Background: an optimization exercise with open tools, aiming at small area and a short achievable clock period. Do not read the settings as production practice.
In this exercise RTL edits were held to simulation tests only and were not proved equivalent to the original.

==> flow/design.v <==
`default_nettype none
module markFold(input logic [31:0] x, output logic [7:0] y);
	logic a_1;
	logic a_2;
	logic a_3;
	logic a_4;
	logic a_5;
	logic a_6;
	logic a_7;
	logic a_8;
	logic a_9;
	logic a_10;
	logic a_11;
	logic a_12;
	logic a_13;
	logic a_14;
	logic a_15;
	logic a_16;
	logic a_17;
	logic a_18;
	logic a_19;
	logic a_20;
	logic a_21;
	logic a_22;
	logic a_23;
	logic a_24;
	logic a_25;
	logic a_26;
	logic a_27;
	logic a_28;
	logic a_29;
	logic a_30;
	logic a_31;
	logic a_32;
	logic a_33;
	logic a_34;
	logic a_35;
	logic a_36;
	logic a_37;
	logic a_38;
	logic a_39;
	logic a_40;
	logic a_41;
	logic a_42;
	logic a_43;
	logic a_44;
	logic a_45;
	logic a_46;
	logic a_47;
	logic a_48;
	logic a_49;
	logic a_50;
	logic a_51;
	logic a_52;
	logic a_53;
	logic a_54;
	logic a_55;
	logic a_56;
	logic a_57;
	logic a_58;
	logic a_59;
	logic a_60;
	logic a_61;
	logic a_62;
	logic a_63;
	logic a_64;
	logic a_65;
	logic a_66;
	logic a_67;
	logic a_68;
	logic a_69;
	logic a_70;
	logic a_71;
	logic a_72;
	logic a_73;
	logic a_74;
	logic a_75;
	logic a_76;
	logic a_77;
	logic a_78;
	logic a_79;
	logic a_80;
	logic a_81;
	logic a_82;
	logic a_83;
	logic a_84;
	logic a_85;
	logic a_86;
	logic a_87;
	assign a_1 = x[26] ^ x[18] ^ x[16];
	assign a_2 = (x[26] & x[18]) | (x[26] & x[16]) | (x[18] & x[16]);
	assign a_3 = x[15] ^ x[8] ^ x[0];
	assign a_4 = (x[15] & x[8]) | (x[15] & x[0]) | (x[8] & x[0]);
	assign a_5 = x[27] ^ x[25] ^ x[24];
	assign a_6 = (x[27] & x[25]) | (x[27] & x[24]) | (x[25] & x[24]);
	assign a_7 = x[17] ^ x[9] ^ x[7];
	assign a_8 = (x[17] & x[9]) | (x[17] & x[7]) | (x[9] & x[7]);
	assign a_9 = x[23] ^ x[19] ^ x[5];
	assign a_10 = (x[23] & x[19]) | (x[23] & x[5]) | (x[19] & x[5]);
	assign a_11 = x[28] ^ x[14] ^ x[10];
	assign a_12 = (x[28] & x[14]) | (x[28] & x[10]) | (x[14] & x[10]);
	assign a_13 = x[20] ^ x[16] ^ x[2];
	assign a_14 = (x[20] & x[16]) | (x[20] & x[2]) | (x[16] & x[2]);
	assign a_15 = x[29] ^ x[25] ^ x[11];
	assign a_16 = (x[29] & x[25]) | (x[29] & x[11]) | (x[25] & x[11]);
	assign a_17 = x[26] ^ x[24] ^ x[21];
	assign a_18 = (x[26] & x[24]) | (x[26] & x[21]) | (x[24] & x[21]);
	assign a_19 = x[14] ^ x[8] ^ x[6];
	assign a_20 = (x[14] & x[8]) | (x[14] & x[6]) | (x[8] & x[6]);
	assign a_21 = x[30] ^ x[23] ^ x[17];
	assign a_22 = (x[30] & x[23]) | (x[30] & x[17]) | (x[23] & x[17]);
	assign a_23 = x[15] ^ x[12] ^ x[5];
	assign a_24 = (x[15] & x[12]) | (x[15] & x[5]) | (x[12] & x[5]);
	assign a_25 = ~x[22];
	assign a_26 = x[31] ^ x[13] ^ a_25;
	assign a_27 = (x[31] & x[13]) | (x[31] & a_25) | (x[13] & a_25);
	assign a_28 = x[6] ^ a_7 ^ a_5;
	assign a_29 = (x[6] & a_7) | (x[6] & a_5) | (a_7 & a_5);
	assign a_30 = x[1] ^ a_9 ^ a_4;
	assign a_31 = (x[1] & a_9) | (x[1] & a_4) | (a_9 & a_4);
	assign a_32 = a_11 ^ a_8 ^ a_6;
	assign a_33 = (a_11 & a_8) | (a_11 & a_6) | (a_8 & a_6);
	assign a_34 = x[7] ^ a_15 ^ a_12;
	assign a_35 = (x[7] & a_15) | (x[7] & a_12) | (a_15 & a_12);
	assign a_36 = x[3] ^ a_19 ^ a_17;
	assign a_37 = (x[3] & a_19) | (x[3] & a_17) | (a_19 & a_17);
	assign a_38 = a_23 ^ a_21 ^ a_16;
	assign a_39 = (a_23 & a_21) | (a_23 & a_16) | (a_21 & a_16);
	assign a_40 = x[4] ^ a_20 ^ a_18;
	assign a_41 = (x[4] & a_20) | (x[4] & a_18) | (a_20 & a_18);
	assign a_42 = a_26 ^ a_24 ^ a_22;
	assign a_43 = (a_26 & a_24) | (a_26 & a_22) | (a_24 & a_22);
	assign a_44 = ~a_28;
	assign a_45 = a_44 ^ a_3 ^ a_1;
	assign a_46 = (a_44 & a_3) | (a_44 & a_1) | (a_3 & a_1);
	assign a_47 = ~a_2;
	assign a_48 = a_32 ^ a_29 ^ a_47;
	assign a_49 = (a_32 & a_29) | (a_32 & a_47) | (a_29 & a_47);
	assign a_50 = a_13 ^ a_10 ^ a_31;
	assign a_51 = (a_13 & a_10) | (a_13 & a_31) | (a_10 & a_31);
	assign a_52 = ~a_14;
	assign a_53 = a_38 ^ a_35 ^ a_52;
	assign a_54 = (a_38 & a_35) | (a_38 & a_52) | (a_35 & a_52);
	assign a_55 = ~a_40;
	assign a_56 = a_42 ^ a_39 ^ a_55;
	assign a_57 = (a_42 & a_39) | (a_42 & a_55) | (a_39 & a_55);
	assign a_58 = ~a_41;
	assign a_59 = a_27 ^ a_43 ^ a_58;
	assign a_60 = (a_27 & a_43) | (a_27 & a_58) | (a_43 & a_58);
	assign a_61 = ~a_48;
	assign a_62 = a_61 ^ a_30 ^ a_46;
	assign a_63 = (a_61 & a_30) | (a_61 & a_46) | (a_30 & a_46);
	assign a_64 = a_34 ^ a_33 ^ a_49;
	assign a_65 = (a_34 & a_33) | (a_34 & a_49) | (a_33 & a_49);
	assign a_66 = ~a_53;
	assign a_67 = a_66 ^ a_36 ^ a_51;
	assign a_68 = (a_66 & a_36) | (a_66 & a_51) | (a_36 & a_51);
	assign a_69 = ~a_37;
	assign a_70 = a_56 ^ a_54 ^ a_69;
	assign a_71 = (a_56 & a_54) | (a_56 & a_69) | (a_54 & a_69);
	assign a_72 = ~a_64;
	assign a_73 = a_72 ^ a_50 ^ a_63;
	assign a_74 = (a_72 & a_50) | (a_72 & a_63) | (a_50 & a_63);
	assign a_75 = a_59 ^ a_57 ^ a_71;
	assign a_76 = (a_59 & a_57) | (a_59 & a_71) | (a_57 & a_71);
	assign a_77 = ~a_65;
	assign a_78 = a_77 ^ a_67 ^ a_74;
	assign a_79 = (a_77 & a_67) | (a_77 & a_74) | (a_67 & a_74);
	assign a_80 = ~a_70;
	assign a_81 = a_80 ^ a_68 ^ a_79;
	assign a_82 = (a_80 & a_68) | (a_80 & a_79) | (a_68 & a_79);
	assign a_83 = a_82 ^ a_75;
	assign a_84 = a_82 & ~a_75;
	assign a_85 = ~a_84;
	assign a_86 = a_76 ^ a_60 ^ a_85;
	assign a_87 = (a_76 & a_60) | (a_76 & a_85) | (a_60 & a_85);
	assign y = {a_87, a_86, a_83, a_81, a_78, a_73, a_62, a_45};
endmodule
module markTable(input logic [7:0] y, output logic [4:0] r);
	logic b_1;
	logic b_2;
	logic b_3;
	logic b_4;
	logic b_5;
	logic b_6;
	logic b_7;
	logic b_8;
	logic b_9;
	logic b_10;
	logic b_11;
	logic b_12;
	logic b_13;
	logic b_14;
	assign b_1 = y[7] ^ y[6] ^ y[0];
	assign b_2 = (y[7] & y[6]) | (y[7] & y[0]) | (y[6] & y[0]);
	assign b_3 = ~y[6];
	assign b_4 = b_3 ^ y[5] ^ y[3];
	assign b_5 = (b_3 & y[5]) | (b_3 & y[3]) | (y[5] & y[3]);
	assign b_6 = ~y[5];
	assign b_7 = b_6 ^ y[1] ^ b_2;
	assign b_8 = (b_6 & y[1]) | (b_6 & b_2) | (y[1] & b_2);
	assign b_9 = y[7] ^ y[2] ^ b_8;
	assign b_10 = (y[7] & y[2]) | (y[7] & b_8) | (y[2] & b_8);
	assign b_11 = b_10 ^ b_4;
	assign b_12 = b_10 & b_4;
	assign b_13 = b_5 ^ y[4] ^ b_12;
	assign b_14 = (b_5 & y[4]) | (b_5 & b_12) | (y[4] & b_12);
	logic [5:0] b_v;
	assign b_v = {b_14, b_13, b_11, b_9, b_7, b_1};
	always_comb begin
		case (b_v)
			6'd0: r = 5'd10;
			6'd1: r = 5'd11;
			6'd2: r = 5'd12;
			6'd3: r = 5'd13;
			6'd4: r = 5'd14;
			6'd5: r = 5'd15;
			6'd6: r = 5'd16;
			6'd7: r = 5'd17;
			6'd8: r = 5'd18;
			6'd9: r = 5'd0;
			6'd10: r = 5'd1;
			6'd11: r = 5'd2;
			6'd12: r = 5'd3;
			6'd13: r = 5'd4;
			6'd14: r = 5'd5;
			6'd15: r = 5'd6;
			6'd16: r = 5'd7;
			6'd17: r = 5'd8;
			6'd18: r = 5'd9;
			6'd19: r = 5'd10;
			6'd20: r = 5'd11;
			6'd21: r = 5'd12;
			6'd22: r = 5'd13;
			6'd23: r = 5'd14;
			6'd24: r = 5'd15;
			6'd25: r = 5'd16;
			6'd26: r = 5'd17;
			6'd27: r = 5'd18;
			6'd28: r = 5'd0;
			6'd29: r = 5'd1;
			6'd30: r = 5'd2;
			6'd31: r = 5'd3;
			6'd32: r = 5'd4;
			6'd33: r = 5'd5;
			6'd34: r = 5'd6;
			6'd35: r = 5'd7;
			6'd36: r = 5'd8;
			6'd37: r = 5'd9;
			6'd38: r = 5'd10;
			6'd39: r = 5'd11;
			6'd40: r = 5'd12;
			6'd41: r = 5'd13;
			6'd42: r = 5'd14;
			6'd43: r = 5'd15;
			6'd44: r = 5'd16;
			6'd45: r = 5'd17;
			6'd46: r = 5'd18;
			6'd47: r = 5'd0;
			6'd48: r = 5'd1;
			6'd49: r = 5'd2;
			6'd50: r = 5'd3;
			6'd51: r = 5'd4;
			6'd52: r = 5'd5;
			6'd53: r = 5'd6;
			6'd54: r = 5'd7;
			6'd55: r = 5'd8;
			6'd56: r = 5'd9;
			6'd57: r = 5'd10;
			6'd58: r = 5'd11;
			6'd59: r = 5'd12;
			6'd60: r = 5'd13;
			6'd61: r = 5'd14;
			6'd62: r = 5'd15;
			6'd63: r = 5'd16;
			default: r = 5'd0;
		endcase
	end
endmodule
`default_nettype wire
`timescale 1ns/1ps
`default_nettype none
module candidateEval (
	input wire logic [4:0] res,
	input wire logic [19:1] nat,
	input wire logic [19:1] cum,
	output logic [19:1] dists,    
	output logic [19:1] markBit,  
	output logic fits
);
	logic [19:0] natFull;
	logic [37:0] spread;
	logic [19:0] below, above;
	assign natFull = {nat, 1'b1};
	always_comb begin
		spread = res[4] ? ({natFull, 18'd0} >> (5'd16 + 5'(res[1:0]))) : ({natFull, 18'd0} >> res[3:0]);
		for (int d = 0; d < 20; d++) begin
			below[d] = spread[19 - d];  
			above[d] = (d < 19) ? spread[19 + d] : 1'b0;  
		end
		dists = below[19:1] | above[19:1];
		fits = !(|(below[9:0] & above[9:0])) && !(|(dists & cum));
		markBit = 19'(1) << res;
	end
endmodule
`default_nettype wire
`timescale 1ns/1ps
`default_nettype none
module dtsState (
	input wire logic clk,
	input wire logic clearSet,    
	input wire logic clearBlock,  
	input wire logic accept,      
	input wire logic keepBlock,   
	input wire logic store,       
	input wire logic [19:1] dists,
	input wire logic [19:1] markBit,
	output logic [19:1] nat,
	output logic [19:1] cum,
	output logic [19:1] store0
);
	logic [19:1] spec;  
	logic [19:1] bsc;   
	always_ff @(posedge clk) begin
		nat <= (clearSet || clearBlock) ? '0 : (nat | (accept ? markBit : '0));
		spec <= (clearSet || clearBlock) ? '0 : (spec | (accept ? dists : '0));
		bsc <= clearSet ? '0 : (bsc | (keepBlock ? spec : '0));
		if (store) store0 <= nat;
	end
	assign cum = spec | bsc;
endmodule
`default_nettype wire
`timescale 1ns/1ps
`default_nettype none
module searchCtrl (
	input wire logic clk,
	input wire logic reset,
	input wire logic anotherOne,
	input wire logic fits,
	output logic resetQ,      
	output logic newSet,      
	output logic clearBlock,  
	output logic keepBlock,   
	output logic accept,      
	output logic store,       
	output logic done
);
	localparam logic [2:0] S_RESET = 3'd0;
	localparam logic [2:0] S_WAIT1 = 3'd1;
	localparam logic [2:0] S_WAIT2 = 3'd2;
	localparam logic [2:0] S_WAIT3 = 3'd3;
	localparam logic [2:0] S_BUILD = 3'd4;
	localparam logic [2:0] S_INSERT = 3'd5;
	localparam logic [2:0] S_FINISH = 3'd6;
	localparam logic [2:0] S_HOLD = 3'd7;
	localparam logic [6:0] BLOCK_LAST = 7'b1110001;
	localparam logic [8:0] SET_LAST = 9'b011001111;
	logic [2:0] state;
	logic flush, secondBlock;
	logic [1:0] j;
	logic [6:0] blockIters;
	logic [8:0] setIters;
	logic [2:0] quiet;  
	logic startBlock, blockOut, setOut, lastMark, build;
	assign newSet = resetQ || (state == S_RESET);
	assign build = !resetQ && (state == S_BUILD);
	assign startBlock = !resetQ && (state == S_WAIT3);
	assign blockOut = build && (blockIters == BLOCK_LAST);
	assign setOut = blockOut && (setIters == SET_LAST);
	assign accept = build && !blockOut && (quiet == 3'd7) && fits && !flush;
	assign lastMark = (j == 2'd2);
	assign clearBlock = startBlock || blockOut;
	assign keepBlock = startBlock;
	assign store = (state == S_INSERT);
	always_ff @(posedge clk) begin
		resetQ <= reset;
	end
	always_ff @(posedge clk) begin
		if (flush) quiet <= 3'd0;
		else if (quiet != 3'd7) quiet <= quiet + 3'd1;
	end
	always_ff @(posedge clk) begin
		flush <= newSet || startBlock || (blockOut && !setOut) || accept;
		if (newSet) begin
			state <= S_WAIT1;
		end else begin
			case (state)
				S_WAIT1: state <= S_WAIT2;
				S_WAIT2: state <= S_WAIT3;
				S_WAIT3: state <= S_BUILD;
				S_BUILD: begin
					if (setOut) state <= S_RESET;
					else if (accept && lastMark) state <= secondBlock ? S_FINISH : S_INSERT;
				end
				S_INSERT: state <= S_WAIT2;
				S_FINISH: state <= S_HOLD;
				S_HOLD: if (anotherOne) state <= S_RESET;
				default: state <= S_RESET;
			endcase
		end
	end
	always_ff @(posedge clk) begin
		if (reset) done <= 1'b0;
		else if (!newSet && state == S_FINISH) done <= 1'b1;
		else if (!newSet && state == S_HOLD && anotherOne) done <= 1'b0;
	end
	always_ff @(posedge clk) begin
		if (newSet) secondBlock <= 1'b0;
		else if (state == S_INSERT) secondBlock <= 1'b1;
	end
	always_ff @(posedge clk) begin
		if (newSet || clearBlock) blockIters <= '0;
		else blockIters <= {blockIters[5:0], !(blockIters[6] ^ blockIters[5])};
	end
	always_ff @(posedge clk) begin
		if (newSet) setIters <= '0;
		else if (blockOut) setIters <= {setIters[7:0], !(setIters[8] ^ setIters[4])};
	end
	always_ff @(posedge clk) begin
		if (newSet || clearBlock) j <= '0;
		else if (accept) j <= j + 2'd1;
	end
endmodule
`default_nettype wire
`timescale 1ns/1ps
`default_nettype none
module dtsWorker (
	input wire logic clk,
	input wire logic reset,
	input wire logic anotherOne,
	output logic [39:0] natRuler,
	output logic done
);
	localparam logic [31:0] SEED_NEXT = 32'h7bd03ff6;
	logic resetQ, newSet, clearBlock, keepBlock, accept, store, fits;
	logic [31:0] xs;
	logic [31:0] xsNext;
	logic [7:0] fold, foldQ;
	logic [4:0] res, resQ;  
	logic [19:1] nat, cum, store0, dists, markBit;
	always_comb begin
		xsNext = xs ^ (xs << 13);
		xsNext = xsNext ^ (xsNext >> 17);
		xsNext = xsNext ^ (xsNext << 5);
	end
	always_ff @(posedge clk) begin
		xs <= resetQ ? SEED_NEXT : xsNext;
		foldQ <= fold;
		resQ <= res;
	end
	markFold markFold_i (.x(xs), .y(fold));
	markTable markTable_i (.y(foldQ), .r(res));
	candidateEval candidateEval_i (
		.res(resQ), .nat(nat), .cum(cum), .dists(dists), .markBit(markBit), .fits(fits)
	);
	searchCtrl searchCtrl_i (
		.clk(clk), .reset(reset), .anotherOne(anotherOne), .fits(fits),
		.resetQ(resetQ), .newSet(newSet), .clearBlock(clearBlock), .keepBlock(keepBlock),
		.accept(accept), .store(store), .done(done)
	);
	dtsState dtsState_i (
		.clk(clk), .clearSet(newSet), .clearBlock(clearBlock), .accept(accept),
		.keepBlock(keepBlock), .store(store), .dists(dists), .markBit(markBit),
		.nat(nat), .cum(cum), .store0(store0)
	);
	assign natRuler = {nat, 1'b1, store0, 1'b1};
endmodule
`default_nettype wire
==> flow/flow/run.sh <==
#!/bin/bash
# The standard layout with two changes: the port buffers are buf_2
# instead of the flow's default pick (a slow delay buffer), and the clock
# tree uses clkbuf_8 in larger sink clusters without dummy loads. Every port
# still gets a buffer; the constraints and the clock period are the standard flow's.
set -euo pipefail
export BUFFER_PORTS_ARGS="-buffer_cell sky130_fd_sc_hd__buf_2"
export CTS_ARGS="-sink_clustering_enable -repair_clock_nets -sink_clustering_size 40 -sink_clustering_max_diameter 100 -buf_list sky130_fd_sc_hd__clkbuf_8 -dont_use_dummy_load"
bash standard.sh > standard_flow.log 2>&1
==> flow/standard.sh <==
#!/bin/bash
# synth_recipe.tcl (not shown) runs the flow's synth.tcl, then flattens the netlist and writes it again
# the make line also repeats each setting of config.mk as NAME=value (left out here)
make -C /OpenROAD-flow-scripts/flow DESIGN_CONFIG=/design/flow/config.mk WORK_HOME=/design/flow/orfs CLKGATE_MAP_FILE= SYNTH_SCRIPT=/design/flow/synth_recipe.tcl "${@:-finish}"
==> flow/config.mk <==
export PLATFORM = sky130hd
export DESIGN_NAME = dtsWorker
export DESIGN_NICKNAME = dtsWorker
export VERILOG_FILES = /design/flow/design.v
export SDC_FILE = /design/flow/constraint.sdc
export NUM_CORES = 4
export LEC_CHECK = 0
export CAP_MARGIN = 20
export CORE_MARGIN = 2
export CORE_UTILIZATION = 40
export PLACE_DENSITY = 0.6
export SLEW_MARGIN = 20
==> flow/constraint.sdc <==
create_clock -name core_clock -period 24.0 [get_ports {clk}]
set_input_delay 4.8000 -clock core_clock [delete_from_list [all_inputs] [get_ports {clk}]]
set_output_delay 4.8000 -clock core_clock [all_outputs]
set_load 0.01 [all_outputs]
==> qor.txt, run 1 <==
outcome: finished clean
Final Cell Area: 9530 um^2
1st-iter DRT viols: 608
Largest stage delay, worst path: 0.56 ns
worst reg2reg path depth: 15
Post-CTS Setup Inserts: 0
initial core utilization: 40.8%
synth warn: 5
Core ar.: 21900 um^2
clk_skew: 0.0430 ns
async set-reset flop share out of synthesis: 0%
largest family of logic cells by synthesized area: simple AND/OR/NAND/NOR gates
WP buf/inv: 1
critical path, cell by cell: buf_2
Worst R2R Setup Slack: 19.65 ns
Seq/Total Area, Yosys: 35.5%
port bufs: 41
max-cap viol count: 0
Post-Synth XOR/XNOR Area: 6.57%
vias in the first global route: 6579
Pre-antenna DRT Iters: 5
crit-path leading delay family: flip-flops
dominant synthesized flop cell: dfxtp_1
synthesized area per cell: 9.18 um^2
Via-to-Cell Ratio: 5.52
clock latency (worst-skew pair): 0.46 ns
fill count: 2193
actual slew at the worst max-slew pin: 1.06 ns
DRC: 0
total track usage: 18.9%
hold endpoint: searchCtrl_i.j[0]
initial antenna violation count: 0
post_cts resized: 0
total die area: 23500 um^2
first-pass GRT wire length: 35600 um
clock period minus final worst setup slack: 6.01 ns
startpoint types: register
most frequent cells after synthesis: dfxtp_1 (130), nor2_1 (101), inv_1 (84), nand2_1 (77), xnor2_1 (56)
post-detail-place hpwl: 15700 um
Simple-Gate Fraction of Synth Area: 16.6%
Post-Synthesis Cells: 973
Cell variety after synth: 75
number of diodes: 0
Final ANT Viol Nets: 0
critical path class: register to output pin
Placed Area: 9290 um^2
GP Congestion: 0.944
Nets: 1044
worst r2r dst: foldQ[6]
GRT overflow: 0
Clock Tree Buf Depth: 2
worst hold slack: 0.463 ns
critical path's slowest cell: dfxtp_1
TNS Setup: 0 ns
worst min path class: register to register
hold path cells: 2
Std-Cell Rows: 54
worst hold start: searchCtrl_i.j[0]
Slew HR: 28.5%
CTS tree: yes
Post-Synth Adder-Cell Area: 10.9%
final core utilization: 43.5%
Synth top area share: 29.1%
RSZ-0062 raised after global routing: no
# IOs: 44
wire length per cell: 17.4 um
mux cell area share after synthesis: 9.61%
clock sink count: 149
Worst setup EP type: output pin
share of cells above drive strength 1: 12.0%
Post-synth EDFFs: 19
die width: 153 um
H-tree levels: 4
Final Setup Violations: 0
maximum fanout along the worst path: 8
largest net degree at the start of global routing: 67
Inserted Clock Buffers: 17
CTS Hold Buffers Added: 0
top-count cell post-synth: dfxtp_1
final WL: 22000 um
Worst-path clk slew: 0.06 ns
dominant cell type by area after synthesis: dfxtp_1
Area growth syn-to-layout: 6.68%
via count: 6988
clock root buffer: clkbuf_8
Final Cycle Share: 25.1%
Crit path required time: 19.20 ns
Die H: 153 um
fmax: 0.166 GHz
Critical Path AT: 1.21 ns
reg2reg start: xs[7]
Final Hold Violating Endpoints: 0
Worst Setup SP: dtsState_i.nat[1]
Mapped Area: 8930 um^2
top cells by area, synth: dfxtp_1 (29%), fa_1 (9.2%), edfxtp_1 (6.4%)
Synth Area in Compound Gates: 13.9%
max-slew violations: 0
Synth Register Bits: 149
==> cells by family (layout without fill, tap and decap cells) <==
family | Yosys count | in the layout
multiplexers | 66 | 66
AO/OA/AOI/OAI | 185 | 185
XOR/XNOR | 67 | 67
AND/OR/NAND/NOR | 308 | 308
adder cells (fa/ha/maj) | 53 | 53
other | 1 | 2
buffers and inverters | 144 | 156
flip-flops | 149 | 149
==> worst register-to-register path, cell delays in order (launching register included) <==
cell     delay (ns)
dfxtp_1        0.46
inv_1          0.14
fa_1           0.48
fa_1           0.52
inv_1          0.05
fa_1           0.43
fa_1           0.43
inv_1          0.09
fa_1           0.16
inv_1          0.05
fa_1           0.37
fa_1           0.37
inv_1          0.06
ha_1           0.13
inv_1          0.04
fa_1           0.42
==> state kept, by name, indices dropped and copies added, names as in the netlist <==
register,count
dtsState_i.bsc,19
searchCtrl_i.blockIters,7
searchCtrl_i.j,2
searchCtrl_i.done,1
resQ,5
searchCtrl_i.quiet,3
searchCtrl_i.secondBlock,1
searchCtrl_i.resetQ,1
dtsState_i.store0,19
searchCtrl_i.flush,1
xs,32
searchCtrl_i.setIters,9
dtsState_i.spec,19
searchCtrl_i.state,3
foldQ,8
dtsState_i.nat,19
==> placed cells by master, fill, tap and decap left out, types with 4 or more instances in the layout <==
| master | netlist | layout |
|---|---|---|
| mux4_2 | 14 | 14 |
| xor2_1 | 11 | 11 |
| nor3b_1 | 5 | 5 |
| mux2_2 | 18 | 18 |
| buf_2 | 13 | 41 |
| nand3_1 | 19 | 19 |
| nor2_1 | 101 | 101 |
| a21oi_1 | 36 | 36 |
| nand2_1 | 77 | 77 |
| o221ai_1 | 4 | 4 |
| nand2b_1 | 34 | 34 |
| a211oi_1 | 5 | 5 |
| and3_1 | 10 | 10 |
| buf_4 | 8 | 12 |
| o22ai_1 | 12 | 12 |
| o2111ai_1 | 4 | 4 |
| o32ai_1 | 4 | 4 |
| a31oi_1 | 5 | 5 |
| a2bb2oi_1 | 4 | 4 |
| nand4_1 | 12 | 12 |
| nor3_1 | 18 | 18 |
| edfxtp_1 | 19 | 19 |
| clkbuf_8 | 0 | 17 |
| dfxtp_1 | 130 | 128 |
| o21ai_0 | 44 | 44 |
| mux2i_1 | 34 | 34 |
| nor2b_1 | 12 | 12 |
| fa_1 | 41 | 41 |
| o211ai_1 | 7 | 7 |
| or2_2 | 5 | 5 |
| ha_1 | 12 | 12 |
| a22oi_1 | 4 | 4 |
| o31ai_1 | 22 | 22 |
| inv_1 | 84 | 84 |
| xnor2_1 | 56 | 56 |
==> layer usage <==
layer  global-route usage (%)  share of wire [%]  vias to the layer above
met5                        0                  0                        -
met4                     6.42                2.3                        0
met3                     4.28                6.6                       35
met2                     28.7                 45                      241
met1                     26.7                 46                     3337
li1                         -                  -                     3375
==> how the worst max path moves through the flow <==
stage	slack, ns	cells after the start	to
global placement	18.24	6	searchCtrl_i.state[1]
global route	17.96	1	natRuler[21]
CTS	18.00	1	natRuler[21]
floorplan	18.41	5	searchCtrl_i.state[1]
detailed placement	18.22	6	searchCtrl_i.state[1]
finish	17.99	1	natRuler[21]
==> stage by stage <==
stage | setup slack [ns] | cells
after floorplan | 18.41 | 974
after global placement | 18.24 | 1249
after detailed placement | 18.22 | 1249
after CTS | 18.00 | 1266
after global routing | 17.96 | 1266
final | 17.99 | 1266
==> area by class of cell <==
cell class | count | area [um^2] | share of cell area [%]
sequential | 149 | 3180 | 33.3
multi-input combinational | 681 | 5150 | 54.1
tap | 280 | 350 | 3.68
inverter | 86 | 323 | 3.39
clock buffer | 17 | 234 | 2.46
timing repair buffer | 53 | 295 | 3.10
==> run 2, diff against run 1 <==
--- a/flow/flow/run.sh
+++ b/flow/flow/run.sh
@@ -7,3 +7,4 @@
 export BUFFER_PORTS_ARGS="-buffer_cell sky130_fd_sc_hd__buf_2"
 export CTS_ARGS="-sink_clustering_enable -repair_clock_nets -sink_clustering_size 40 -sink_clustering_max_diameter 100 -buf_list sky130_fd_sc_hd__clkbuf_8 -dont_use_dummy_load"
+export SETUP_SLACK_MARGIN=18.4
 bash standard.sh > standard_flow.log 2>&1
==> run 2 against run 1 <==
  * Routed wire length up 2.4%
  * Worst setup slack better by 0.22 ns
  * Core utilization up 1.7 points
  * Via count up 1.4%
  * Clock-buffer cell count unchanged
  * Final area up 3.8%
  * First-iteration DRC count up 12%
  * Synthesized area unchanged
==> qor.txt, run 2 <==
Std-Cell Rows: 54 (unchanged)
Slew HR: 30.1% (+1.6 points)
Worst setup EP type: output pin
clock sink count: 149 (unchanged)
Cell variety after synth: 75 (unchanged)
critical path class: register to output pin
Clock Tree Buf Depth: 2 (unchanged)
Final Setup Violations: 0 (unchanged)
total die area: 23500 um^2 (unchanged)
commonest non-fill, non-tap cell in the layout: dfxtp_1
clock latency (worst-skew pair): 0.46 ns (about the same)
reg2reg start: xs[7]
largest net degree at the start of global routing: 67 (unchanged)
dpl cells: 1249 (unchanged)
hold endpoint: searchCtrl_i.j[0]
worst hold slack: 0.463 ns (-0.0000500 ns)
top cells by area, synth: dfxtp_1 (29%), fa_1 (9.2%), edfxtp_1 (6.4%)
Inserted Clock Buffers: 17 (unchanged)
non-filler instance count after layout: 1287 (+1.7%)
worst r2r dst: foldQ[6]
clk_skew: 0.0437 ns (+0.000685 ns)
async set-reset flop share out of synthesis: 0% (unchanged)
GRT overflow: 0 (unchanged)
max-cap viol count: 0 (unchanged)
synth warn: 5 (unchanged)
share of cells above drive strength 1: 15.8% (+3.8 points)
WP buf/inv: 1 (unchanged)
Placed Area: 9290 um^2 (unchanged)
hold path cells: 2 (unchanged)
top-count cell post-synth: dfxtp_1
initial core utilization: 40.8% (unchanged)
GP Congestion: 0.944 (unchanged)
critical path, cell by cell: buf_2
crit-path leading delay family: flip-flops
post-detail-place hpwl: 15700 um (unchanged)
dominant synthesized flop cell: dfxtp_1
startpoint types: register
synthesized area per cell: 9.18 um^2 (unchanged)
Post-synth EDFFs: 19 (unchanged)
final WL: 22600 um (+2.4%)
Area growth syn-to-layout: 10.7%
worst min path class: register to register
Post-Synthesis Cells: 973 (unchanged)
Final ANT Viol Nets: 0 (unchanged)
via count: 7087 (+1.4%)
Die H: 153 um (unchanged)
H-tree levels: 4 (unchanged)
RSZ-0062 raised after global routing: yes
actual slew at the worst max-slew pin: 1.04 ns (-0.0236 ns)
# IOs: 44 (unchanged)
most frequent cells after synthesis: dfxtp_1 (130), nor2_1 (101), inv_1 (84), nand2_1 (77), xnor2_1 (56)
DRC: 0 (unchanged)
Worst-path clk slew: 0.06 ns (about the same)
Reg with most FFs: xs
max-slew violations: 0 (unchanged)
Pre-antenna DRT Iters: 7 (+2)
outcome: finished clean
Nets: 1065 (+2.0%)
number of diodes: 0 (unchanged)
Core ar.: 21900 um^2 (unchanged)
Final Cell Area: 9890 um^2 (+3.8%)
maximum fanout along the worst path: 1 (-7)
worst reg2reg path depth: 15 (unchanged)
CTS tree: yes
Final Cycle Share: 24.1% (-0.93 points)
Via-to-Cell Ratio: 5.51 (-0.24%)
Crit path required time: 19.20 ns (about the same)
1st-iter DRT viols: 680 (+12%)
port bufs: 41 (unchanged)
die width: 153 um (unchanged)
most frequent cells in the layout: dfxtp_1 (108), nor2_1 (101), inv_1 (84)
Final Hold Violating Endpoints: 0 (unchanged)
Worst R2R Setup Slack: 19.65 ns (about the same)
Seq/Total Area, Yosys: 35.5% (unchanged)
critical path's slowest cell: edfxtp_1
wire length per cell: 17.6 um (+0.77%)
first-pass GRT wire length: 36300 um (+2.0%)
clock root buffer: clkbuf_8
Critical Path AT: 0.99 ns (-0.22 ns)
max FFs per register: 32 (unchanged)
Synth Register Bits: 149 (unchanged)
dominant cell type by area after synthesis: dfxtp_1
worst hold start: searchCtrl_i.j[0]
fmax: 0.173 GHz (+3.8%)
initial antenna violation count: 0 (unchanged)
vias in the first global route: 6692 (+1.7%)
total track usage: 19.4% (+0.42 points)
TNS Setup: 0 ns (unchanged)
clock period minus final worst setup slack: 5.79 ns (-0.222 ns)
Mapped Area: 8930 um^2 (unchanged)
Largest stage delay, worst path: 0.40 ns (-0.16 ns)
Synth top area share: 29.1% (unchanged)
run 2: worst max path at each step:
stage	start	end	depth (start not counted)
2_1_floorplan	anotherOne	searchCtrl_i.state[1]	5
3_3_place_gp	anotherOne	searchCtrl_i.state[1]	6
3_5_place_dp	anotherOne	searchCtrl_i.state[1]	6
4_1_cts	dtsState_i.store0[12]	natRuler[12]	1
5_1_grt	dtsState_i.store0[1]	natRuler[1]	1
6_report	dtsState_i.store0[12]	natRuler[12]	1
run 2: worst reg2reg max path, cell delays in order, from the launching register on:
cell and delay, ns:
dfxtp_1 0.46, inv_1 0.14, fa_1 0.48, fa_1 0.52, inv_1 0.05, fa_1 0.43
fa_1 0.43, inv_1 0.09, fa_1 0.16, inv_1 0.05, fa_1 0.37, fa_1 0.37
inv_1 0.06, ha_1 0.13, inv_1 0.04, fa_1 0.42
run 2: stage by stage:
step | utilization, % | setup slack, ns
detailed placement | 42.5 | 18.22
CTS | 45.1 | 18.20
global route | 45.2 | 18.17
floorplan | - | 18.41
global placement | 42.5 | 18.24
finish | 45.2 | 18.21
run 2: cells by family after synthesis:
family,after synthesis,synth area share (%)
other,1,0.0420
adders and majority gates,53,10.9
buffers and inverters,144,6.86
xor gates and xnor gates,67,6.57
AOI/OAI and AO/OA,185,13.9
DFF,149,35.5
muxes,66,9.61
and+or+nand+nor,308,16.6
run 2: final cells by class:
class                      instances  area [um^2]
sequential                       149         3250
tap                              280          350
multi-input combinational        681         5150
fill                            2159        12000
timing repair buffer              74          584
clock buffer                      17          234
inverter                          86          323
run 2: what timing repair did:
action / CTS / global route
buffers inserted: 19 / 2
endpoints found under the setup margin: 39 / 39
hold buffers: 0 / 0
gates resized for setup: 61 / 3
run 2: per-layer routing:
metal	global-route usage [%]	vias up	share of wire (%)
met4	6.47	0	2.1
li1	-	3412	-
met2	29.6	266	45
met1	27.2	3375	46
met5	0	-	0
met3	4.22	34	6.5
==> run 3, diff against run 2 <==
--- a/flow/flow/run.sh
+++ b/flow/flow/run.sh
@@ -7,4 +7,3 @@
 export BUFFER_PORTS_ARGS="-buffer_cell sky130_fd_sc_hd__buf_2"
 export CTS_ARGS="-sink_clustering_enable -repair_clock_nets -sink_clustering_size 40 -sink_clustering_max_diameter 100 -buf_list sky130_fd_sc_hd__clkbuf_8 -dont_use_dummy_load"
-export SETUP_SLACK_MARGIN=18.4
 bash standard.sh > standard_flow.log 2>&1
--- a/flow/config.mk
+++ b/flow/config.mk
@@ -6,4 +6,5 @@
 export NUM_CORES = 4
 export LEC_CHECK = 0
+export ABC_AREA = 1
 export CAP_MARGIN = 20
 export CORE_MARGIN = 2
==> run 3 against run 2 <==
  * Non-clock buffer count is 27 lower
  * Routed wire length is 8.3% lower
  * Register-to-register slack better by 0.04 ns
  * Highest routed layer unchanged
  * Critical endpoint is now natRuler[24]
  * First-iteration DRC count is 34% lower
  * Worst setup slack worse by 0.25 ns
  * Still clean
  * Global-route usage is 0.15 points lower
  * Core utilization is 1.9 points lower
  * Hold slack worse by 0.034 ns
==> qor.txt, run 3 <==
Final Cell Area: 9100 um^2 (-8.0%)
initial antenna violation count: 0 (unchanged)
Synth Register Bits: 149 (unchanged)
Worst-path clk slew: 0.08 ns (+0.02 ns)
clock period minus final worst setup slack: 6.04 ns (+0.246 ns)
Seq/Total Area, Yosys: 37.1% (+1.6 points)
actual slew at the worst max-slew pin: 0.788 ns (-0.252 ns)
area of the multi-input gates: 4420 um^2 (-14%)
startpoint types: register
port bufs: 41 (unchanged)
Pre-antenna DRT Iters: 4 (-3)
1st-iter DRT viols: 446 (-34%)
share of cells above drive strength 1: 7.91% (-7.9 points)
Post-synth EDFFs: 19 (unchanged)
Inserted Clock Buffers: 17 (unchanged)
wire length per cell: 14.4 um (-18%)
critical path's slowest cell: dfxtp_1
Die H: 150 um (-2.1%)
most frequent cells after synthesis: nand2_1 (256), inv_1 (174), dfxtp_1 (130), nand3_1 (123), nor2_1 (96)
vias in the first global route: 6625 (-1.0%)
commonest non-fill, non-tap cell in the layout: nand2_1
outcome: finished clean
max-slew violations: 0 (unchanged)
DRC: 0 (unchanged)
initial core utilization: 40.6% (-0.15 points)
Post-Synthesis Cells: 1143 (+17%)
Critical Path AT: 1.24 ns (+0.25 ns)
synthesized area per cell: 7.48 um^2 (-19%)
crit-path leading delay family: flip-flops
CTS tree: yes
largest net degree at the start of global routing: 48 (-28%)
synth warn: 5 (unchanged)
fmax: 0.166 GHz (-4.1%)
first-pass GRT wire length: 33400 um (-8.1%)
Slew HR: 47.4% (+17 points)
maximum fanout along the worst path: 5 (+4)
die width: 150 um (-2.1%)
GP Congestion: 0.945 (about the same)
post-detail-place hpwl: 15400 um (-2.0%)
post_cts resized: 0 (-100%)
H-tree levels: 4 (unchanged)
final WL: 20700 um (-8.3%)
clock latency (worst-skew pair): 0.46 ns (about the same)
via count: 7096 (+0.13%)
max FFs per register: 32 (unchanged)
Clock Tree Buf Depth: 2 (unchanged)
CTS Hold Buffers Added: 0 (unchanged)
Synth top area share: 30.5% (+1.3 points)
Nets: 1221 (+15%)
dominant synthesized flop cell: dfxtp_1
Via-to-Cell Ratio: 4.93 (-10%)
Largest stage delay, worst path: 0.57 ns (+0.17 ns)
Mapped Area: 8540 um^2 (-4.3%)
critical path class: register to output pin
Placed Area: 8860 um^2 (-4.6%)
worst min path class: register to register
clock sink count: 149 (unchanged)
Crit path required time: 19.20 ns (about the same)
number of diodes: 0 (unchanged)
clock root buffer: clkbuf_8
clk_skew: 0.0271 ns (-0.0166 ns)
Core ar.: 21000 um^2 (-4.0%)
GRT overflow: 0 (unchanged)
total die area: 22500 um^2 (-4.2%)
# IOs: 44 (unchanged)
total track usage: 19.2% (-0.15 points)
Post-CTS Setup Inserts: 0 (-19)
Reg with most FFs: xs
TNS Setup: 0 ns (unchanged)
sequential cell area: 3170 um^2 (-2.3%)
Final Setup Violations: 0 (unchanged)
Final ANT Viol Nets: 0 (unchanged)
Final Hold Violating Endpoints: 0 (unchanged)
Cell variety after synth: 44 (-41%)
top-count cell post-synth: nand2_1
async set-reset flop share out of synthesis: 0% (unchanged)
critical path, cell by cell: buf_2
fill count: 2166 (+0.32%)
max-cap viol count: 0 (unchanged)
most frequent cells in the layout: nand2_1 (256), inv_1 (174), dfxtp_1 (130)
Area growth syn-to-layout: 6.47%
Final Cycle Share: 25.2% (+1.0 points)
top cells by area, synth: dfxtp_1 (30%), nand2_1 (11%), fa_1 (9.6%)
Std-Cell Rows: 53 (-1.9%)
RSZ-0062 raised after global routing: no
dominant cell type by area after synthesis: dfxtp_1
Worst setup EP type: output pin
WP buf/inv: 1 (unchanged)
[run 3: cell count changes in the layout (fill, tap and decap cells not counted), sizes merged, moves of 12 or more]
cell and change:
a21oi +53, buf -27, inv +94, mux2 -18, mux2i -34, mux4 -14
nand2 +183, nand2b -34, nand3 +108, nor2b -12, nor3 -12, o31ai -23
xnor2 -30
[run 3: worst reg2reg max path: stages (launching register included)]
cell and delay (ns):
dfxtp_1 0.45, inv_1 0.09, fa_1 0.50, fa_1 0.55
inv_1 0.05, fa_1 0.43, fa_1 0.43, inv_1 0.09
fa_1 0.16, inv_1 0.05, fa_1 0.38, fa_1 0.36
inv_1 0.06, ha_1 0.14, inv_1 0.04, fa_1 0.42
[run 3: layout make-up]
class,instances,area share (%)
sequential,149,34.9
tap,275,3.78
inverter,179,7.43
timing repair buffer,47,2.75
multi-input combinational,771,48.6
clock buffer,17,2.57
[run 3: worst paths after layout]
kind / startpoint / end / slack, ns / cells after the start
setup / recovery: dtsState_i.nat[4] / natRuler[24] / 17.96 / 1
hold / removal: searchCtrl_i.blockIters[1] / searchCtrl_i.blockIters[2] / 0.43 / 2
setup reg to reg: xs[14] / foldQ[6] / 19.69 / 15
hold reg to reg: searchCtrl_i.blockIters[1] / searchCtrl_i.blockIters[2] / 0.43 / 2
[run 3: cell families after synthesis]
family,Yosys count,share of synthesized area [%]
compound gates,164,10.2
xor+xnor,42,4.31
fa+ha+maj,53,11.4
buf+inv,224,11.2
flops,149,37.1
other cells,1,0.0439
simple gates,510,25.7
[run 3: per-layer routing]
metal | vias to the layer above | track usage (%) | wire length [um]
met2 | 184 | 29.8 | 9240
met4 | 0 | 8.25 | 646
met5 | - | 0 | 0
met1 | 3243 | 25.8 | 9770
li1 | 3626 | - | -
met3 | 43 | 4.24 | 1070
[run 3: per-stage QoR]
stage	util (%)	cells	hold WS [ns]	setup slack, ns
after CTS	43.3	1438	0.431	17.94
final	43.3	1438	0.428	17.96
after floorplan	-	1144	0.408	18.78
after detailed placement	42.2	1421	0.418	18.45
after global routing	43.3	1438	0.442	17.88
after global placement	42.2	1421	0.414	18.45
==> run 4, diff against run 3 <==
--- a/flow/flow/run.sh
+++ b/flow/flow/run.sh
@@ -6,4 +6,4 @@
 set -euo pipefail
 export BUFFER_PORTS_ARGS="-buffer_cell sky130_fd_sc_hd__buf_2"
-export CTS_ARGS="-sink_clustering_enable -repair_clock_nets -sink_clustering_size 40 -sink_clustering_max_diameter 100 -buf_list sky130_fd_sc_hd__clkbuf_8 -dont_use_dummy_load"
+export CTS_ARGS="-sink_clustering_enable -repair_clock_nets -sink_clustering_size 50 -sink_clustering_max_diameter 200 -sink_buffer_max_cap_derate 0.5 -buf_list sky130_fd_sc_hd__clkbuf_8 -dont_use_dummy_load"
 bash standard.sh > standard_flow.log 2>&1
--- a/flow/config.mk
+++ b/flow/config.mk
@@ -6,5 +6,4 @@
 export NUM_CORES = 4
 export LEC_CHECK = 0
-export ABC_AREA = 1
 export CAP_MARGIN = 20
 export CORE_MARGIN = 2
==> run 4 against run 3 <==
  * Critical path type unchanged
  * Final area increased by 4.7%
  * Clock-buffer cell count is the same
  * First-iteration DRC count up 36%
  * Synthesized cell count is 15% lower
  * Critical path depth stayed put
  * Clock skew grew 0.016 ns
  * Die area rose by 4.4%
  * Cell count decreased by 12%
  * Still clean
  * Sequential share of layout area is 1.5 points lower
  * Via count shrank 1.5%
  * Critical endpoint is now natRuler[21]
==> qor.txt, run 4 <==
number of diodes: 0 (unchanged)
initial antenna violation count: 0 (unchanged)
dpl cells: 1249 (-12%)
most frequent cells after synthesis: dfxtp_1 (130), nor2_1 (101), inv_1 (84), nand2_1 (77), xnor2_1 (56)
Synth top area share: 29.1% (-1.3 points)
Post-Synth Adder-Cell Area: 10.9% (-0.49 points)
top cells by area, synth: dfxtp_1 (29%), fa_1 (9.2%), edfxtp_1 (6.4%)
Crit path required time: 19.20 ns (about the same)
actual slew at the worst max-slew pin: 1.06 ns (+0.275 ns)
critical path class: register to output pin
fill count: 2193 (+1.2%)
CTS tree: yes
max-slew violations: 0 (unchanged)
vias in the first global route: 6579 (-0.69%)
maximum fanout along the worst path: 8 (+3)
Largest stage delay, worst path: 0.56 ns (about the same)
Core ar.: 21900 um^2 (+4.1%)
Post-synth EDFFs: 19 (unchanged)
top-count cell post-synth: dfxtp_1
Worst setup EP type: output pin
clock sink count: 149 (unchanged)
clock latency (worst-skew pair): 0.46 ns (about the same)
GRT overflow: 0 (unchanged)
# IOs: 44 (unchanged)
Final Cycle Share: 25.1% (-0.10 points)
largest family of logic cells by synthesized area: simple AND/OR/NAND/NOR gates
share of cells above drive strength 1: 12.0% (+4.1 points)
Reg with most FFs: xs
Cell variety after synth: 75 (+70%)
RSZ-0062 raised after global routing: no
Final Hold Violating Endpoints: 0 (unchanged)
via count: 6988 (-1.5%)
Via-to-Cell Ratio: 5.52 (+12%)
Clock Tree Buf Depth: 2 (unchanged)
max-cap viol count: 0 (unchanged)
synth warn: 5 (unchanged)
Area growth syn-to-layout: 6.68%
total die area: 23500 um^2 (+4.4%)
Post-Synth XOR/XNOR Area: 6.57% (+2.3 points)
most frequent cells in the layout: dfxtp_1 (128), nor2_1 (101), inv_1 (84)
first-pass GRT wire length: 35600 um (+6.7%)
Slew HR: 28.5% (-19 points)
CTS Hold Buffers Added: 0 (unchanged)
TNS Setup: 0 ns (unchanged)
Final ANT Viol Nets: 0 (unchanged)
critical path's slowest cell: dfxtp_1
clock period minus final worst setup slack: 6.01 ns (-0.0242 ns)
dominant cell type by area after synthesis: dfxtp_1
worst hold slack: 0.463 ns (+0.0343 ns)
DRC: 0 (unchanged)
fmax: 0.166 GHz (+0.40%)
wire length per cell: 17.4 um (+21%)
Final Setup Violations: 0 (unchanged)
Inserted Clock Buffers: 17 (unchanged)
clk_skew: 0.0430 ns (+0.0159 ns)
GP Congestion: 0.944 (about the same)
dominant synthesized flop cell: dfxtp_1
initial core utilization: 40.8% (+0.15 points)
Simple-Gate Fraction of Synth Area: 16.6% (-9.1 points)
Synth Area in Compound Gates: 13.9% (+3.7 points)
Post-CTS Setup Inserts: 0 (unchanged)
Pre-antenna DRT Iters: 5 (+1)
commonest non-fill, non-tap cell in the layout: dfxtp_1
largest net degree at the start of global routing: 67 (+40%)
Die H: 153 um (+2.2%)
outcome: finished clean
critical path, cell by cell: buf_2
synthesized area per cell: 9.18 um^2 (+23%)
clock root buffer: clkbuf_8
mux cell area share after synthesis: 9.61% (+9.6 points)
post-detail-place hpwl: 15700 um (+2.0%)
Mapped Area: 8930 um^2 (+4.5%)
final core utilization: 43.5% (+0.25 points)
die width: 153 um (+2.2%)
non-filler instance count after layout: 1266 (-12%)
worst min path class: register to register
Worst-path clk slew: 0.06 ns (-0.02 ns)
1st-iter DRT viols: 608 (+36%)
total track usage: 18.9% (-0.28 points)
Post-Synthesis Cells: 973 (-15%)
Critical Path AT: 1.21 ns (-0.03 ns)
max FFs per register: 32 (unchanged)
final WL: 22000 um (+6.4%)
Seq/Total Area, Yosys: 35.5% (-1.6 points)
port bufs: 41 (unchanged)
crit-path leading delay family: flip-flops
WP buf/inv: 1 (unchanged)
H-tree levels: 4 (unchanged)
post_cts resized: 0 (unchanged)
Std-Cell Rows: 54 (+1.9%)
async set-reset flop share out of synthesis: 0% (unchanged)
Synth Register Bits: 149 (unchanged)
startpoint types: register
Nets: 1044 (-14%)
run 4: changes by cell type in the layout (fill, tap and decap cells not counted), sizes merged, moves of 30 or more:
cell / change
mux2i: +34
inv: -94
nand2b: +34
nand3: -108
nand2: -183
xnor2: +30
a21oi: -53
run 4: routing by layer:
layer | track usage (%) | routed length (um) | vias to the layer above
li1 | - | - | 3375
met3 | 4.28 | 1460 | 35
met5 | 0 | 0 | -
met4 | 6.42 | 507 | 0
met2 | 28.7 | 9920 | 241
met1 | 26.7 | 10200 | 3337
run 4: path summary, 6_finish.rpt:
path / startpoint / to / slack [ns] / cells after the start
worst max-delay path: dtsState_i.nat[1] / natRuler[21] / 17.99 / 1
worst min-delay path: searchCtrl_i.j[0] / searchCtrl_i.j[0] / 0.46 / 2
worst max register to register: xs[7] / foldQ[6] / 19.65 / 15
worst min register to register: searchCtrl_i.j[0] / searchCtrl_i.j[0] / 0.46 / 2
run 4: per-stage QoR:
step                setup WS [ns]  cell area [um^2]
floorplan                   18.41              8930
global placement            18.24              9290
detailed placement          18.22              9290
CTS                         18.00              9530
global route                17.96              9530
finish                      17.99              9530
run 4: cell families (layout without fill, tap and decap cells):
logic type	count (synthesis)	count (layout)
compound gates	185	185
xor+xnor	67	67
fa+ha+maj	53	53
buf+inv	144	156
flops	149	149
mux	66	66
other cells	1	2
simple gates	308	308
run 4: final cells by class:
class,instances,area [um^2],area share [%]
sequential,149,3180,33.3
timing repair buffer,53,295,3.10
inverter,86,323,3.39
multi-input combinational,681,5150,54.1
tap,280,350,3.68
clock buffer,17,234,2.46
==> run 5, diff against run 4 <==
--- a/flow/flow/run.sh
+++ b/flow/flow/run.sh
@@ -6,4 +6,4 @@
 set -euo pipefail
 export BUFFER_PORTS_ARGS="-buffer_cell sky130_fd_sc_hd__buf_2"
-export CTS_ARGS="-sink_clustering_enable -repair_clock_nets -sink_clustering_size 50 -sink_clustering_max_diameter 200 -sink_buffer_max_cap_derate 0.5 -buf_list sky130_fd_sc_hd__clkbuf_8 -dont_use_dummy_load"
+export CTS_ARGS="-sink_clustering_enable -repair_clock_nets -sink_clustering_size 40 -sink_clustering_max_diameter 100 -buf_list sky130_fd_sc_hd__clkbuf_4 -root_buf sky130_fd_sc_hd__clkbuf_8 -dont_use_dummy_load"
 bash standard.sh > standard_flow.log 2>&1
--- a/flow/config.mk
+++ b/flow/config.mk
@@ -6,4 +6,5 @@
 export NUM_CORES = 4
 export LEC_CHECK = 0
+export ABC_AREA = 1
 export CAP_MARGIN = 20
 export CORE_MARGIN = 2
==> run 5 against run 4 <==
  * Register-to-register slack better by 0.06 ns
  * Cell count increased by 14%
  * Sequential share of layout area grew 1.9 points
  * First-iteration DRC count is 24% lower
  * Final area shrank 5.6%
  * Hold slack got worse by 0.028 ns
  * Critical path depth did not move
  * Flip-flop and latch count did not move
  * Die area shrank 4.2%
==> qor.txt, run 5 <==
outcome: finished clean
Inserted Clock Buffers: 17 (unchanged)
clock sink count: 149 (unchanged)
DRC: 0 (unchanged)
Reg with most FFs: xs
final setup margin: 17.97 ns (-0.0136 ns)
GRT overflow: 0 (unchanged)
top-count cell post-synth: nand2_1
vias in the first global route: 6622 (+0.65%)
RSZ-0062 raised after global routing: no
Final Hold Violating Endpoints: 0 (unchanged)
Final ANT Viol Nets: 0 (unchanged)
share of cells above drive strength 1: 7.91% (-4.1 points)
Largest stage delay, worst path: 0.59 ns (+0.03 ns)
TNS Setup: 0 ns (unchanged)
initial core utilization: 40.6% (-0.15 points)
Worst-path clk slew: 0.13 ns (+0.07 ns)
CTS tree: yes
Seq/Total Area, Yosys: 37.1% (+1.6 points)
startpoint types: register
Final Setup Violations: 0 (unchanged)
critical path class: register to output pin
maximum fanout along the worst path: 5 (-3)
top cells by area, synth: dfxtp_1 (30%), nand2_1 (11%), fa_1 (9.6%)
Post-Synthesis Cells: 1143 (+17%)
Post-synth EDFFs: 19 (unchanged)
crit-path leading delay family: flip-flops
via count: 7073 (+1.2%)
synthesized area per cell: 7.48 um^2 (-19%)
Core ar.: 21000 um^2 (-4.0%)
Clock Tree Buf Depth: 2 (unchanged)
Pre-antenna DRT Iters: 7 (+2)
clock root buffer: clkbuf_8
dpl ws: 18.45 ns (+0.232 ns)
total die area: 22500 um^2 (-4.2%)
synth warn: 5 (unchanged)
die width: 150 um (-2.1%)
max-slew violations: 0 (unchanged)
Mapped Area: 8540 um^2 (-4.3%)
most frequent cells after synthesis: nand2_1 (256), inv_1 (174), dfxtp_1 (130), nand3_1 (123), nor2_1 (96)
Post-CTS Setup Inserts: 0 (unchanged)
Worst setup EP type: output pin
actual slew at the worst max-slew pin: 0.797 ns (-0.266 ns)
initial antenna violation count: 0 (unchanged)
fmax: 0.166 GHz (-0.23%)
Synth Register Bits: 149 (unchanged)
Slew HR: 46.8% (+18 points)
worst min path class: register to register
Final Cycle Share: 25.1% (+0.057 points)
Via-to-Cell Ratio: 4.92 (-11%)
post-detail-place hpwl: 15400 um (-2.0%)
# IOs: 44 (unchanged)
1st-iter DRT viols: 463 (-24%)
Synth top area share: 30.5% (+1.3 points)
clock period minus final worst setup slack: 6.03 ns (+0.0136 ns)
clk_skew: 0.0401 ns (-0.00287 ns)
total track usage: 19.2% (+0.23 points)
GP Congestion: 0.945 (about the same)
largest net degree at the start of global routing: 48 (-28%)
Die H: 150 um (-2.1%)
dominant synthesized flop cell: dfxtp_1
max FFs per register: 32 (unchanged)
first-pass GRT wire length: 33300 um (-6.3%)
critical path, cell by cell: buf_2
clock latency (worst-skew pair): 0.44 ns (-0.02 ns)
Std-Cell Rows: 53 (-1.9%)
most frequent cells in the layout: nand2_1 (256), inv_1 (174), dfxtp_1 (130)
Nets: 1221 (+17%)
dominant cell type by area after synthesis: dfxtp_1
Crit path required time: 19.20 ns (about the same)
WP buf/inv: 1 (unchanged)
number of diodes: 0 (unchanged)
post_cts resized: 0 (unchanged)
async set-reset flop share out of synthesis: 0% (unchanged)
Area growth syn-to-layout: 5.30%
max-cap viol count: 0 (unchanged)
H-tree levels: 4 (unchanged)
critical path's slowest cell: dfxtp_1
commonest non-fill, non-tap cell in the layout: nand2_1
wire length per cell: 14.4 um (-17%)
Cell variety after synth: 44 (-41%)
port bufs: 41 (unchanged)
final WL: 20700 um (-6.1%)
CTS Hold Buffers Added: 0 (unchanged)
Critical Path AT: 1.23 ns (+0.02 ns)
[run 5: metrics by stage]
stage | cell area (um^2) | std cells | util [%] | hold WS, ns
CTS | 9000 | 1438 | 42.8 | 0.438
detailed placement | 8860 | 1421 | 42.2 | 0.418
global placement | 8860 | 1421 | 42.2 | 0.414
global route | 9000 | 1438 | 42.8 | 0.448
floorplan | 8550 | 1144 | - | 0.408
finish | 9000 | 1438 | 42.8 | 0.435
[run 5: final cells by class]
type                            instances  area [um^2]
Fill cell                            2179        12000
Inverter                              179          676
Tap cell                              275          344
Timing Repair Buffer                   47          250
Multi-Input combinational cell        771         4420
Clock buffer                           17          134
Sequential cell                       149         3170
[run 5: logic make-up after synthesis]
kind of cell             share of synthesized area (%)
AO/OA/AOI/OAI                                     10.2
flip-flops                                        37.1
XOR/XNOR                                          4.31
other                                           0.0439
AND/OR/NAND/NOR                                   25.7
adder cells (fa/ha/maj)                           11.4
buffers and inverters                             11.2
[run 5: path summary, 6_finish.rpt]
kind                                endpoint  cells past startpoint                  startpoint  slack (ns)
setup reg to reg                    foldQ[6]                     15                      xs[14]       19.71
hold / removal    searchCtrl_i.blockIters[2]                      2  searchCtrl_i.blockIters[1]        0.43
hold reg to reg   searchCtrl_i.blockIters[2]                      2  searchCtrl_i.blockIters[1]        0.43
setup / recovery                natRuler[24]                      1           dtsState_i.nat[4]       17.97
[run 5: worst reg2reg max path, stage by stage, from the launching register on]
cell	delay, ns
dfxtp_1	0.46
inv_1	0.09
fa_1	0.49
fa_1	0.55
inv_1	0.05
fa_1	0.43
fa_1	0.43
inv_1	0.09
fa_1	0.16
inv_1	0.05
fa_1	0.38
fa_1	0.36
inv_1	0.06
ha_1	0.14
inv_1	0.04
fa_1	0.42
[run 5: layer usage]
metal	vias to the layer above	GRT usage, %	part of all wire [%]
li1	3624	-	-
met1	3223	25.8	47
met2	191	29.7	45
met3	35	3.97	5.2
met4	0	8.35	3.0
met5	-	0	0
==> run 6, diff against run 5 <==
--- a/flow/flow/run.sh
+++ b/flow/flow/run.sh
@@ -6,4 +6,4 @@
 set -euo pipefail
 export BUFFER_PORTS_ARGS="-buffer_cell sky130_fd_sc_hd__buf_2"
-export CTS_ARGS="-sink_clustering_enable -repair_clock_nets -sink_clustering_size 40 -sink_clustering_max_diameter 100 -buf_list sky130_fd_sc_hd__clkbuf_4 -root_buf sky130_fd_sc_hd__clkbuf_8 -dont_use_dummy_load"
+export CTS_ARGS="-sink_clustering_enable -repair_clock_nets -sink_clustering_size 40 -sink_clustering_max_diameter 150 -sink_clustering_levels 1 -buf_list sky130_fd_sc_hd__clkbuf_8 -dont_use_dummy_load"
 bash standard.sh > standard_flow.log 2>&1
==> run 6 against run 5 <==
  * Still clean on timing, DRC and antenna
  * First-iteration DRC count decreased by 3.7%
  * Flip-flop and latch count unchanged
  * Register-to-register slack got worse by 0.02 ns
  * Final area increased by 1.1%
  * Critical path depth unchanged
  * Hold slack got worse by 0.0064 ns
  * Routed wire length increased by 0.14%
  * Largest cell class unchanged
  * Highest routed layer unchanged
==> qor.txt, run 6 <==
clock latency (worst-skew pair): 0.46 ns (+0.02 ns)
total die area: 22500 um^2 (unchanged)
max-slew violations: 0 (unchanged)
critical path, cell by cell: buf_2
Final Cycle Share: 25.2% (+0.044 points)
actual slew at the worst max-slew pin: 0.788 ns (-0.00882 ns)
Clock Tree Buf Depth: 2 (unchanged)
vias in the first global route: 6625 (+0.045%)
most frequent cells in the layout: nand2_1 (256), inv_1 (174), dfxtp_1 (130)
Inserted Clock Buffers: 17 (unchanged)
wire length per cell: 14.4 um (+0.14%)
Largest stage delay, worst path: 0.57 ns (-0.02 ns)
Post-Synthesis Cells: 1143 (unchanged)
Slew HR: 47.4% (+0.59 points)
clock root buffer: clkbuf_8
WP buf/inv: 1 (unchanged)
RSZ-0062 raised after global routing: no
post_cts resized: 0 (unchanged)
fmax: 0.166 GHz (-0.18%)
Cell variety after synth: 44 (unchanged)
Worst-path clk slew: 0.08 ns (-0.05 ns)
startpoint types: register
# IOs: 44 (unchanged)
outcome: finished clean
Critical Path AT: 1.24 ns (about the same)
Post-CTS Setup Inserts: 0 (unchanged)
Crit path required time: 19.20 ns (about the same)
Mapped Area: 8540 um^2 (unchanged)
worst min path class: register to register
Worst setup EP type: output pin
initial core utilization: 40.6% (unchanged)
synth warn: 5 (unchanged)
top cells by area, synth: dfxtp_1 (30%), nand2_1 (11%), fa_1 (9.6%)
post-detail-place hpwl: 15400 um (unchanged)
H-tree levels: 4 (unchanged)
Synth Register Bits: 149 (unchanged)
max FFs per register: 32 (unchanged)
maximum fanout along the worst path: 5 (unchanged)
via count: 7096 (+0.33%)
Via-to-Cell Ratio: 4.93 (+0.33%)
crit-path leading delay family: flip-flops
synthesized area per cell: 7.48 um^2 (unchanged)
Pre-antenna DRT Iters: 4 (-3)
Die H: 150 um (unchanged)
final WL: 20700 um (+0.14%)
Final Setup Violations: 0 (unchanged)
largest net degree at the start of global routing: 48 (unchanged)
DRC: 0 (unchanged)
dominant cell type by area after synthesis: dfxtp_1
dominant synthesized flop cell: dfxtp_1
share of cells above drive strength 1: 7.91% (unchanged)
Nets: 1221 (unchanged)
TNS Setup: 0 ns (unchanged)
final core utilization: 43.3% (+0.48 points)
top-count cell post-synth: nand2_1
CTS tree: yes
Reg with most FFs: xs
Final Hold Violating Endpoints: 0 (unchanged)
GP Congestion: 0.945 (unchanged)
critical path class: register to output pin
1st-iter DRT viols: 446 (-3.7%)
first-pass GRT wire length: 33400 um (about the same)
most frequent cells after synthesis: nand2_1 (256), inv_1 (174), dfxtp_1 (130), nand3_1 (123), nor2_1 (96)
Post-synth EDFFs: 19 (unchanged)
commonest non-fill, non-tap cell in the layout: nand2_1
clock period minus final worst setup slack: 6.04 ns (+0.0106 ns)
GRT overflow: 0 (unchanged)
CTS Hold Buffers Added: 0 (unchanged)
number of diodes: 0 (unchanged)
clock sink count: 149 (unchanged)
clk_skew: 0.0271 ns (-0.0130 ns)
Area growth syn-to-layout: 6.47%
initial antenna violation count: 0 (unchanged)
Synth top area share: 30.5% (unchanged)
die width: 150 um (unchanged)
Std-Cell Rows: 53 (unchanged)
Seq/Total Area, Yosys: 37.1% (unchanged)
port bufs: 41 (unchanged)
Final ANT Viol Nets: 0 (unchanged)
critical path's slowest cell: dfxtp_1
max-cap viol count: 0 (unchanged)
total track usage: 19.2% (+0.052 points)
Core ar.: 21000 um^2 (unchanged)
async set-reset flop share out of synthesis: 0% (unchanged)
run 6: cell counts after synthesis:
No cell type changed its count.
run 6: stage by stage:
stage	hold slack (ns)	cells	setup slack, ns	cell area [um^2]
global placement	0.414	1421	18.45	8860
global route	0.442	1438	17.88	9100
finish	0.428	1438	17.96	9100
detailed placement	0.418	1421	18.45	8860
CTS	0.431	1438	17.94	9100
floorplan	0.408	1144	18.78	8550
run 6: routing by layer:
layer,vias to the layer above,wire length (um),global-route usage [%]
met5,-,0,0
met4,0,646,8.25
li1,3626,-,-
met2,184,9240,29.8
met3,43,1070,4.24
met1,3243,9770,25.8
run 6: logic make-up (layout without fill, tap and decap cells):
group,Yosys count,in the layout,share of synthesized area [%]
other,1,2,0.0439
adder cells (fa/ha/maj),53,53,11.4
XOR/XNOR,42,42,4.31
AO/OA/AOI/OAI,164,164,10.2
AND/OR/NAND/NOR,510,510,25.7
buffers and inverters,224,243,11.2
flip-flops,149,149,37.1
run 6: final cells by class:
class | count | area, um^2
fillers | 2166 | 11900
multi-input cells | 771 | 4420
flip-flops and latches | 149 | 3170
inverters | 179 | 676
well taps | 275 | 344
repair buffers | 47 | 250
clock buffers | 17 | 234
run 6: path summary, 6_finish.rpt:
| check | start | end | slack [ns] | depth (start not counted) |
|---|---|---|---|---|
| worst max register to register | xs[14] | foldQ[6] | 19.69 | 15 |
| worst min-delay path | searchCtrl_i.blockIters[1] | searchCtrl_i.blockIters[2] | 0.43 | 2 |
| worst min register to register | searchCtrl_i.blockIters[1] | searchCtrl_i.blockIters[2] | 0.43 | 2 |
| worst max-delay path | dtsState_i.nat[4] | natRuler[24] | 17.96 | 1 |

## static timing again, ports no longer ideal
The results above use ideal ports. As a check the final layouts listed here were re-extracted and re-timed, cells and wires unchanged. Step 1 (the two cells are an assumption about what drives the block):
set clk [get_ports {clk}]
set_driving_cell -lib_cell sky130_fd_sc_hd__clkbuf_16 $clk
set_driving_cell -lib_cell sky130_fd_sc_hd__buf_2 [delete_from_list [all_inputs] $clk]
Step 2 moves the port delays by t, midway between the first and last clock arrival at a register: inputs arrive t later, outputs are due t later. That takes back most of the time a late clock gives input paths. Slacks: ideal / step 1 / step 2; pairs: ideal / step 1.
run	t, ns	slack for setup (ns)	clock arrival spread, ns
run 1	0.482	17.986 / 17.947 / 18.237	0.043 / 0.043
run 2	0.480	18.208 / 18.169 / 18.207	0.044 / 0.044
run 3	0.486	17.961 / 17.919 / 18.405	0.027 / 0.028
run 4	0.482	17.986 / 17.947 / 18.237	0.043 / 0.043
run 5	0.463	17.972 / 17.931 / 18.393	0.040 / 0.041
run 6	0.486	17.961 / 17.919 / 18.405	0.027 / 0.028
After both steps every run listed still meets setup and hold. For run 2, which loses most, drivers alone change the setup slack by -0.039 ns; drivers and shift together by -0.001 ns.
